Source: an optimization exercise on an open RTL-to-GDS flow (aim: small area, a short achievable clock period and few clock cycles per item). Production flows keep margins and buffers that such runs may drop.
RTL that was checked went through simulation tests only; none was proved equivalent to the original.

==> job 5486: inputs <==
Design adsr_envelope_generator, start of the top module:
module adsr_envelope_generator #(
  parameter int POSITION_BITS = 24
) (
  input  wire         clk,
  input  wire         rst,
  input  wire         psel,
  input  wire         penable,
  input  wire         pwrite,
  input  wire  [3:0]  paddr,
  input  wire  [31:0] pwdata,
  output logic [31:0] prdata,
  output logic        pready,
  input  wire         s_axis_tvalid,
  output logic        s_axis_tready,
  input  wire  [23:0] s_axis_tdata,   
  input  wire  [1:0]  s_axis_tuser,   
  output logic        m_axis_tvalid,
  input  wire         m_axis_tready,
  output logic [39:0] m_axis_tdata    
);
make LEC_CHECK=0 CAP_MARGIN=20 CORE_MARGIN=2 CORE_UTILIZATION=40 SLEW_MARGIN=20 finish   # period 13.0 ns
run.sh (not shown) runs the stock make flow with config.mk's settings and CLKGATE_MAP_FILE= SYNTH_SCRIPT=/design/flow/synth_recipe.tcl, a recipe that flattens the netlist after the stock synthesis.
==> job 9438 (differences from job 5486) <==
--- a/flow/design.v
+++ b/flow/design.v
@@ -125,11 +125,11 @@
   logic [3:0]  eng_cnt;
   logic [15:0] eng_q;
   logic [23:0] eng_r;
   logic        need_sync;
   logic        sync_on;
-  logic        sync_dbl;
+  logic [1:0]  sync_ph;     
   logic [4:0]  sync_idx;
   logic        chg;
   logic [15:0] s_cl;
   assign s_cl = (sus_lvl > UNITY) ? UNITY : sus_lvl;
   logic ramp;
@@ -173,81 +173,98 @@
   logic [7:0]  bc_a;        
   logic [15:0] bc_smp;
   logic        bc_first;    
   logic [2:0]  bc_ae;       
   logic [23:0] bc_rho;      
+  logic [24:0] bc_rhom;     
   logic [15:0] bc_dq;       
   logic        c_fire;      
   logic        c_done;      
   logic [7:0]  b_a;
   logic [2:0]  b_ae;
   logic [26:0] b_t;
   logic [27:0] b_d1, b_d2, b_d3;
   logic [23:0] b_rho;
   logic [1:0]  b_k;
   logic [15:0] b_aq;
-  assign take = !bc_v || c_done;
+  logic b_blk, b_part, b_self, bc_ld;
+  assign b_blk  = bc_v && (sync_on || ((bc_kind == adsr_pkg::KIND_SAMPLE) && ramp &&
+                                       (chg || !cur_ok || need_sync)));
+  assign b_part = bc_v && (bc_kind == adsr_pkg::KIND_SAMPLE) && ramp && (bc_a > 8'd4);
+  assign b_self = b_blk || b_part;
+  assign take   = !b_self && (!bc_v || c_done);
+  assign bc_ld  = take || b_blk || c_fire;
+  logic [15:0] b_q;
+  logic [23:0] b_r;
+  logic [27:0] b_d4;
+  logic [24:0] b_rhom;
   always_comb begin
-    if (take)        b_a = a0[23:16];
-    else if (c_fire) b_a = bc_a - 8'd4;
-    else             b_a = bc_a;
-    if (sync_on)           b_ae = 3'd1;
+    if (!b_self)     b_a = a0[23:16];
+    else if (b_blk)  b_a = bc_a;
+    else             b_a = bc_a - 8'd4;
+    if (sync_on)           b_ae = (sync_ph == 2'd0) ? 3'd2 : 3'd1;
     else if (b_a > 8'd4)   b_ae = 3'd4;
     else                   b_ae = b_a[2:0];
+    b_q = (sync_on && sync_ph == 2'd0) ? q : st_q;
+    b_r = (sync_on && sync_ph == 2'd0) ? r : st_r;
     case (b_ae)
-      3'd1:    b_t = 27'(st_r);
-      3'd2:    b_t = 27'({st_r, 1'b0});
-      3'd3:    b_t = 27'(st_r) + 27'({st_r, 1'b0});
-      3'd4:    b_t = 27'({st_r, 2'b0});
+      3'd1:    b_t = 27'(b_r);
+      3'd2:    b_t = 27'({b_r, 1'b0});
+      3'd3:    b_t = 27'(b_r) + 27'({b_r, 1'b0});
+      3'd4:    b_t = 27'({b_r, 2'b0});
       default: b_t = '0;
     endcase
     case (b_ae)
-      3'd1:    b_aq = st_q;
-      3'd2:    b_aq = {st_q[14:0], 1'b0};
-      3'd3:    b_aq = st_q + {st_q[14:0], 1'b0};
-      3'd4:    b_aq = {st_q[13:0], 2'b0};
+      3'd1:    b_aq = b_q;
+      3'd2:    b_aq = {b_q[14:0], 1'b0};
+      3'd3:    b_aq = b_q + {b_q[14:0], 1'b0};
+      3'd4:    b_aq = {b_q[13:0], 2'b0};
       default: b_aq = '0;
     endcase
     b_d1 = {1'b0, b_t} - 28'(len);
     b_d2 = {1'b0, b_t} - 28'({len, 1'b0});
     b_d3 = {1'b0, b_t} - (28'(len) + 28'({len, 1'b0}));
-    if (!b_d3[27])      begin b_k = 2'd3; b_rho = b_d3[23:0]; end
-    else if (!b_d2[27]) begin b_k = 2'd2; b_rho = b_d2[23:0]; end
-    else if (!b_d1[27]) begin b_k = 2'd1; b_rho = b_d1[23:0]; end
-    else                begin b_k = 2'd0; b_rho = b_t[23:0]; end
+    b_d4 = {1'b0, b_t} - 28'({len, 2'b0});
+    if (!b_d3[27])      begin b_k = 2'd3; b_rho = b_d3[23:0]; b_rhom = b_d4[24:0]; end
+    else if (!b_d2[27]) begin b_k = 2'd2; b_rho = b_d2[23:0]; b_rhom = b_d3[24:0]; end
+    else if (!b_d1[27]) begin b_k = 2'd1; b_rho = b_d1[23:0]; b_rhom = b_d2[24:0]; end
+    else                begin b_k = 2'd0; b_rho = b_t[23:0];  b_rhom = b_d1[24:0]; end
   end
   always_ff @(posedge clk) begin
     if (rst) begin
       bc_v <= 1'b0;
     end else if (take) begin
       bc_v <= a0_v;
+    end else if (c_done) begin
+      bc_v <= 1'b0;
     end
   end
   always_ff @(posedge clk) begin
     if (take) begin
       bc_kind  <= a0[25:24];
       bc_smp   <= a0[15:0];
       bc_first <= 1'b1;
     end else if (c_fire) begin
       bc_first <= 1'b0;
     end
-    bc_a   <= b_a;
-    bc_ae  <= b_ae;
-    bc_rho <= b_rho;
-    bc_dq  <= b_aq + 16'(b_k);
+    if (bc_ld) begin
+      bc_a   <= b_a;
+      bc_ae  <= b_ae;
+      bc_rho <= b_rho;
+      bc_rhom <= b_rhom;
+      bc_dq  <= b_aq + 16'(b_k);
+    end
   end
   logic        hold;
   logic        is_smp;
-  logic        c_ok;
   logic [24:0] p_sum;
   logic        p_end;
   logic [2:0]  ph_next;
   logic        last_part;
   assign hold   = m_axis_tvalid && !m_axis_tready;
   assign is_smp = (bc_kind == adsr_pkg::KIND_SAMPLE);
-  assign c_ok   = !is_smp || !ramp || (cur_ok && !need_sync && !chg);
-  assign c_fire = bc_v && !hold && !sync_on && c_ok;
+  assign c_fire = bc_v && !hold && !b_blk;
   assign p_sum = {1'b0, pos} + 25'(bc_ae);
   assign p_end = (p_sum >= {1'b0, len});
   assign last_part = !ramp || p_end || (bc_a <= 8'd4);
   assign c_done = c_fire && (!is_smp || last_part);
   always_comb begin
@@ -259,24 +276,22 @@
         adsr_pkg::PH_RELEASE: ph_next = adsr_pkg::PH_OFF;
         default: ;
       endcase
     end
   end
-  logic [23:0] x_r;
-  logic [15:0] x_q;
   logic [24:0] s0;
   logic [25:0] s1;
   logic        s_c;
   logic [23:0] r_new;
-  logic [15:0] q_new;
-  assign x_r   = (sync_on && sync_dbl) ? r : bc_rho;
-  assign x_q   = (sync_on && sync_dbl) ? q : bc_dq;
-  assign s0    = {1'b0, r} + {1'b0, x_r};
-  assign s1    = {2'b0, r} + {2'b0, x_r} - {2'b0, len};
+  logic [15:0] q_a, q_b, q_new;
+  assign s0    = {1'b0, r} + {1'b0, bc_rho};
+  assign s1    = {2'b0, r} + {bc_rhom[24], bc_rhom};
   assign s_c   = !s1[25];
   assign r_new = s_c ? s1[23:0] : s0[23:0];
-  assign q_new = q + x_q + 16'(s_c);
+  assign q_a   = q + bc_dq;
+  assign q_b   = q + bc_dq + 16'd1;
+  assign q_new = s_c ? q_b : q_a;
   logic        len_z;
   logic [15:0] level;
   assign len_z = (len == '0);
   always_comb begin
     case (phase)
@@ -364,31 +379,39 @@
         eng_cnt  <= '0;
       end
       if (need_sync && !ramp) need_sync <= 1'b0;
       if (sync_start) begin
         sync_on   <= 1'b1;
-        sync_dbl  <= 1'b1;
+        sync_ph   <= 2'd0;
         sync_idx  <= 5'd23;
         need_sync <= 1'b0;
         q         <= '0;
         r         <= '0;
         if ({1'b0, pos} > {1'b0, len}) pos <= len;
         chg       <= 1'b1;
       end
       if (sync_on) begin
-        sync_dbl <= !sync_dbl;
-        if (sync_dbl || pos[sync_idx]) begin
-          q <= q_new;
-          r <= r_new;
-        end
-        if (!sync_dbl) begin
-          sync_idx <= sync_idx - 5'd1;
-          if (sync_idx == 5'd0) begin
-            sync_on <= 1'b0;
-            chg     <= 1'b1;
+        case (sync_ph)
+          2'd0: sync_ph <= 2'd1;
+          2'd1: begin
+            q       <= bc_dq;
+            r       <= bc_rho;
+            sync_ph <= 2'd2;
           end
-        end
+          default: begin
+            if (pos[sync_idx]) begin
+              q <= q_new;
+              r <= r_new;
+            end
+            sync_ph  <= 2'd0;
+            sync_idx <= sync_idx - 5'd1;
+            if (sync_idx == 5'd0) begin
+              sync_on <= 1'b0;
+              chg     <= 1'b1;
+            end
+          end
+        endcase
       end
       if (c_fire) begin
         case (bc_kind)
           adsr_pkg::KIND_ATTACK: begin
             phase     <= adsr_pkg::PH_ATTACK;
SETUP_SLACK_MARGIN = 5   (was default)
==> impl_results.md <==
* Worst R2R Path Depth at 35
* Status: timing/DRC/antenna clean
* Worst vdd ir at 0.115 mV
* Worst setup margin at between 1 and 1.5 ns
* Met2 routed WL at about 60 mm
* Simple-gate share of the synthesized area at 16.5%
* Largest cells by area after synthesis: edfxtp_1 (17%), ha_1 (12%), dfxtp_1 (11%)
* Largest stage delay, worst path at 0.93 ns
(the above is from job 5486)
==> impl_results.md <==
* Worst vdd ir at approximately 0.14 mV
* Status: timing/DRC/antenna clean
* Slew @ Worst Pin at 1.15 ns
* Area delta synth->final at 13.7%
* Skew-Pair Late Insertion Delay at 0.71 ns
* Worst setup margin at 5.13 ns
* Worst R2R Path Depth at 37
* GR Util met2 at 39.1%
(the above is from job 9438)
Testbench counts of job 5486, summed over its fixed seeds: cycles 46,157, items 43,471.
Only the layout flow was run in job 9438; the RTL was not checked for function there.

-- afterwards: timing with drivers on the ports --
In the flow no input, the clock included, has a driving cell. The finished layouts below were timed again as built, in two steps.
Step 1 assumes that a clkbuf_16 drives the clock port and a buf_2 every other input.
Step 2 also shifts input and output timing later by t, the mid clock arrival at the registers, as if the neighbouring blocks saw the same clock.
Three values: no drivers, after step 1, after step 2; two values: the first two.
run	t, ns	setup WS [ns]	worst data-port slew with drivers (ns)
job 5486	0.729	1.380 / 1.380 / 1.380	0.06
job 9438	0.759	5.133 / 5.133 / 5.133	0.08
After both steps setup and hold are still met in every run listed.
